This design comes from an exercise in tuning for small area on the open sky130 flow, not from production work.
In this exercise RTL edits were held to simulation tests only and were not proved equivalent to the original.
No activity file was given, so power comes from the tool's default toggle rates.

==> branch raven: inputs <==
==> flow/design.v (excerpt) <==
module convPoolTop (
    input  logic        clk,
    input  logic        rst,
    input  logic        pixValid,
    input  logic [7:0]  pix,
    input  logic        coefWrite,
    input  logic [3:0]  coefAddr,
    input  logic [15:0] coefData,
    output logic        poolValid,
    output logic [20:0] pool
);
    logic        winValid;
    logic [71:0] win;
    logic        convValid;
    logic [18:0] convValue;
    logic        convXodd, convYodd, poolLast;
    lineWindow uLineWindow (
        .clk      (clk),
        .rst      (rst),
        .pixValid (pixValid),
        .pix      (pix),
        .winValid (winValid),
        .win      (win),
        .convXodd (convXodd),
        .convYodd (convYodd),
        .poolLast (poolLast)
    );
    convMac uConvMac (
        .clk       (clk),
        .rst       (rst),
        .coefWrite (coefWrite),
        .coefAddr  (coefAddr),
        .coefData  (coefData),
        .winValid  (winValid),
        .win       (win),
        .convValid (convValid),
        .convValue (convValue)
    );
    maxPool uMaxPool (
        .clk       (clk),
        .rst       (rst),
        .convValid (convValid),
        .convValue (convValue),
        .convXodd  (convXodd),
        .convYodd  (convYodd),
        .poolLast  (poolLast),
        .poolValid (poolValid),
        .pool      (pool)
    );
endmodule
==> module lineWindow, before the edit <==
module lineWindow (
    input  logic        clk,
    input  logic        rst,
    input  logic        pixValid,
    input  logic [7:0]  pix,
    output logic        winValid,
    output logic [71:0] win,
    output logic        convXodd,
    output logic        convYodd,
    output logic        poolLast
);
    localparam int imgSize = 8;
    logic [8*18-1:0] histN;
    logic [8*19-1:0] taps;
    logic [2:0] row;
    logic [2:0] col;
    assign winValid = pixValid && row >= 3'd2 && col >= 3'd2;
    assign convXodd = !col[0];
    assign convYodd = row[0] ^ (col == 3'd0);
    assign poolLast = row == 3'd0;
    always_ff @(posedge clk) begin
        if (rst) begin
            row <= '0;
            col <= '0;
        end else begin
            if (pixValid) begin
                col <= col + 1'b1;
                if (col == 3'(imgSize - 1)) row <= row + 1'b1;
            end
        end
    end
    always_ff @(posedge clk) begin
        if (pixValid) histN <= {histN[8*17-1:0], ~pix};
    end
    assign taps = {~histN, pix};
    always_comb begin
        for (int i = 0; i < 3; i++) begin
            for (int j = 0; j < 3; j++) begin
                win[(i*3+j)*8 +: 8] = taps[((2-i)*8 + (2-j))*8 +: 8];
            end
        end
    end
endmodule
==> flow/config.mk <==
export PLATFORM = sky130hd
export DESIGN_NAME = convPoolTop
export DESIGN_NICKNAME = convPoolTop
export VERILOG_FILES = /design/flow/design.v
export SDC_FILE = /design/flow/constraint.sdc
export NUM_CORES = 4
export LEC_CHECK = 0
export ABC_AREA = 1
export CAP_MARGIN = 20
export CORE_MARGIN = 2
export CORE_UTILIZATION = 65
export CTS_BUF_LIST = sky130_fd_sc_hd__clkbuf_16
export CTS_CLUSTER_DIAMETER = 100
export CTS_CLUSTER_SIZE = 30
export PLACE_DENSITY = 0.75
export SLEW_MARGIN = 20
==> flow/constraint.sdc <==
create_clock -name core_clock -period 7.5 [get_ports {clk}]
set_input_delay 1.5000 -clock core_clock [delete_from_list [all_inputs] [get_ports {clk}]]
set_output_delay 1.5000 -clock core_clock [all_outputs]
set_load 0.01 [all_outputs]
standard.sh (not shown) runs the stock make flow with config.mk's settings and CLKGATE_MAP_FILE= SYNTH_SCRIPT=/design/flow/synth_recipe.tcl, a recipe that flattens the netlist after the stock synthesis.
==> flow/flow/run.sh <==
#!/bin/bash
# Standard synthesis, then the combinational logic mapped again for area
# (flip-flops kept as synthesis made them), then the standard layout.
set -euo pipefail
R=orfs/results/${FLOW_PLATFORM}/convPoolTop/base
LIB=${FLOW_HOME}/platforms/${FLOW_PLATFORM}/lib/sky130_fd_sc_hd__tt_025C_1v80.lib
bash standard.sh synth > synth.log 2>&1
cp $R/1_2_yosys.v std_1_2_yosys.v
python3 flow/netopt.py $LIB std_1_2_yosys.v opt.v > netopt.log 2>&1
DU=""
for c in $(cat flow/dont_use.txt); do DU="$DU -dont_use $c"; done
cat > remap.ys <<EOS
read_liberty -lib $LIB
read_verilog opt.v
hierarchy -top ${FLOW_TOP}
proc; opt_clean
techmap
opt -fast
abc -liberty $LIB $DU -script flow/remap.abc
opt_clean -purge
hilomap -singleton -hicell sky130_fd_sc_hd__conb_1 HI -locell sky130_fd_sc_hd__conb_1 LO
splitnets
opt_clean -purge
insbuf -buf sky130_fd_sc_hd__buf_4 A X
write_verilog -noattr -noexpr -nohex -nodec remap.v
stat -liberty $LIB
EOS
yosys -s remap.ys > remap.log 2>&1
cp remap.v $R/1_2_yosys.v
rm -f $R/1_synth.odb $R/1_synth.sdc
bash standard.sh "BUFFER_PORTS_ARGS=-buffer_cell sky130_fd_sc_hd__buf_1" "CTS_ARGS=-sink_clustering_enable -repair_clock_nets -dont_use_dummy_load -sink_clustering_size 28 -sink_clustering_max_diameter 100 -buf_list sky130_fd_sc_hd__clkbuf_16" finish > layout.log 2>&1
Other scripts of this flow, unchanged in this note and not shown: flow/flow/dont_use.txt, flow/flow/netopt.py, flow/flow/remap.abc
==> inputs of branch onyx, as changes to branch raven <==
--- a/flow/design.v
+++ b/flow/design.v
@@ -12,5 +12,5 @@
 );
     localparam int imgSize = 8;
-    logic [8*18-1:0] histN;
+    logic [8*18-1:0] hist;
     logic [8*19-1:0] taps;
     logic [2:0] row;
@@ -32,7 +32,7 @@
     end
     always_ff @(posedge clk) begin
-        if (pixValid) histN <= {histN[8*17-1:0], ~pix};
+        if (pixValid) hist <= {hist[8*17-1:0], pix};
     end
-    assign taps = {~histN, pix};
+    assign taps = {hist, pix};
     always_comb begin
         for (int i = 0; i < 3; i++) begin
==> summary.md <==
| Metric | Value |
|---|---|
| Result of the run | complete, no violations |
| Final setup slack of the worst path | 0.414 ns |
| Critical path launch point | uConvMac.kernel[33] |
| Clock transition at the register clock pins on the worst setup and hold paths after CTS | 0.12 ns |
-- figures above: branch raven

==> summary.md <==
| Metric | Value |
|---|---|
| Post-CTS setup repair buffer count | 0 |
| WHS Path Cells | 0 |
| Global-route congestion overflow total | 0 |
| Final setup slack of the worst path | 0.421 ns |
| Critical path launch point | uConvMac.kernel[17] |
| Met2 routed WL | 33,700 um |
| Clock transition at the register clock pins on the worst setup and hold paths after CTS | 0.10 ns |
| Result of the run | complete, no violations |
-- figures above: branch onyx


==> inputs of maple <==
Another version of the RTL of convPoolTop (not shown whole).
export LEC_CHECK = 0
export ABC_AREA = 1
export CAP_MARGIN = 20
export CORE_MARGIN = 2
export CORE_UTILIZATION = 40
export CTS_BUF_LIST = sky130_fd_sc_hd__clkbuf_16
export CTS_CLUSTER_DIAMETER = 100
export CTS_CLUSTER_SIZE = 30
export SLEW_MARGIN = 20
create_clock -name core_clock -period 7.5 [get_ports {clk}]
==> flow/flow/run.sh <==
#!/bin/bash
# Standard synthesis, then the combinational logic mapped again for area
# (flip-flops kept as synthesis made them), then the standard layout.
set -euo pipefail
R=orfs/results/${FLOW_PLATFORM}/convPoolTop/base
LIB=${FLOW_HOME}/platforms/${FLOW_PLATFORM}/lib/sky130_fd_sc_hd__tt_025C_1v80.lib
bash standard.sh synth > synth.log 2>&1
cp $R/1_2_yosys.v std_1_2_yosys.v
python3 flow/netopt.py $LIB std_1_2_yosys.v opt.v > netopt.log 2>&1
DU=""
for c in $(cat flow/dont_use.txt); do DU="$DU -dont_use $c"; done
cat > remap.ys <<EOS
read_liberty -lib $LIB
read_verilog opt.v
hierarchy -top ${FLOW_TOP}
proc; opt_clean
techmap
opt -fast
abc -liberty $LIB $DU -script flow/remap.abc
opt_clean -purge
hilomap -singleton -hicell sky130_fd_sc_hd__conb_1 HI -locell sky130_fd_sc_hd__conb_1 LO
splitnets
opt_clean -purge
insbuf -buf sky130_fd_sc_hd__buf_4 A X
write_verilog -noattr -noexpr -nohex -nodec remap.v
stat -liberty $LIB
EOS
yosys -s remap.ys > remap.log 2>&1
cp remap.v $R/1_2_yosys.v
rm -f $R/1_synth.odb $R/1_synth.sdc
bash standard.sh "BUFFER_PORTS_ARGS=-buffer_cell sky130_fd_sc_hd__buf_1" "CTS_ARGS=-sink_clustering_enable -repair_clock_nets -dont_use_dummy_load -sink_clustering_size 30 -sink_clustering_max_diameter 100 -buf_list sky130_fd_sc_hd__clkbuf_16" finish > layout.log 2>&1
Other scripts of this flow, unchanged in this note and not shown: flow/flow/dont_use.txt, flow/flow/netopt.py, flow/flow/remap.abc
==> violet (differences from maple) <==
--- a/flow/flow/run.sh
+++ b/flow/flow/run.sh
@@ -29,3 +29,3 @@
 cp remap.v $R/1_2_yosys.v
 rm -f $R/1_synth.odb $R/1_synth.sdc
-bash standard.sh "BUFFER_PORTS_ARGS=-buffer_cell sky130_fd_sc_hd__buf_1" "CTS_ARGS=-sink_clustering_enable -repair_clock_nets -dont_use_dummy_load -sink_clustering_size 30 -sink_clustering_max_diameter 100 -buf_list sky130_fd_sc_hd__clkbuf_16" finish > layout.log 2>&1
+bash standard.sh "BUFFER_PORTS_ARGS=-buffer_cell sky130_fd_sc_hd__buf_1" "CTS_ARGS=-sink_clustering_enable -repair_clock_nets -dont_use_dummy_load -sink_clustering_size 28 -sink_clustering_max_diameter 100 -buf_list sky130_fd_sc_hd__clkbuf_16" finish > layout.log 2>&1
- CORE_UTILIZATION: 40 -> 65
- PLACE_DENSITY: unset -> 0.75
==> qor summary <==
|  | maple | violet |
|---|---|---|
| Least-Margin Pin Slew | 1.16 ns | 1.31 ns |
| Placed cell count | 2911 | 2595 |
| Initial detailed-routing violation count | 1720 | 2613 |
| Proportion of layout cells with a drive suffix above 1 | 0.0236 | 0.0186 |
| Final GP Congestion | 0.960 | 1.01 |
| Detailed-routed wire length on met2 | 35.8 mm | 32.0 mm |
| CP max stage delay | 0.64 ns | 0.69 ns |
| Origin of the worst min-delay path | uLineWindow.hist[46] | uLineWindow.hist[96] |
| Final-layout non-clock buffer area share | 0.0163 | 0.0138 |
| Clock buf count | 17 | 16 |
| Psw | 0.00419 W | 0.00429 W |
| Core box area | 0.0579 sq mm | 0.0357 sq mm |
| Area added between synthesis and finish | 7.68% | 5.66% |
| Number of global-route vias before repair | 16500 | 16800 |
| TritonCTS Buffers | 17 | 16 |
| Worst hold slack | 0.413 ns | 0.408 ns |
| Floorplan die height | 247 um | 194 um |
| Effective utilization at floorplan | 0.407 | 0.661 |
| Post-layout instance count excluding filler cells | 2929 | 2613 |
| Result of the run | timing/DRC/antenna clean | timing/DRC/antenna clean |
| Via-to-Cell Ratio | 5.87 | 6.72 |
| Number of nets in the final layout | 2585 | 2573 |
| Global router's overall resource usage | 0.258 | 0.393 |
| Total power | 0.00984 W | 0.00998 W |
| DP Area | 0.0249 sq mm | 0.0245 sq mm |
| Clock Skew | 0.0509 ns | 0.0484 ns |
| Inserted tap cell count | 765 | 461 |

[port drivers added, routing unchanged]
In the flow no input, the clock included, has a driving cell. The finished layouts below were timed again as built, in two steps. Step 1 sets driving cells, clkbuf_16 on the clock port and buf_2 on the other inputs (assumed; they add their load-dependent delay and slew). Step 2 also shifts input and output timing later by t, the mid clock arrival at the registers, as if the neighbouring blocks saw the same clock. Three values: ideal, step 1, step 2; two values: the first two.
run | shift t [ns] | setup WS [ns] | worst setup path after step 2 | slew at the worst register clock pin (ns) | pins driven straight from the clock port
branch raven | 0.574 | 0.414 / 0.414 / 0.414 | register to register | 0.12 / 0.12 | 1
branch onyx | 0.587 | 0.421 / 0.421 / 0.421 | register to register | 0.11 / 0.11 | 1
maple | 0.595 | 0.691 / 0.691 / 0.691 | register to register | 0.11 / 0.11 | 1
violet | 0.585 | 0.760 / 0.760 / 0.760 | register to register | 0.12 / 0.12 | 1
After both steps every run listed still meets setup and hold.
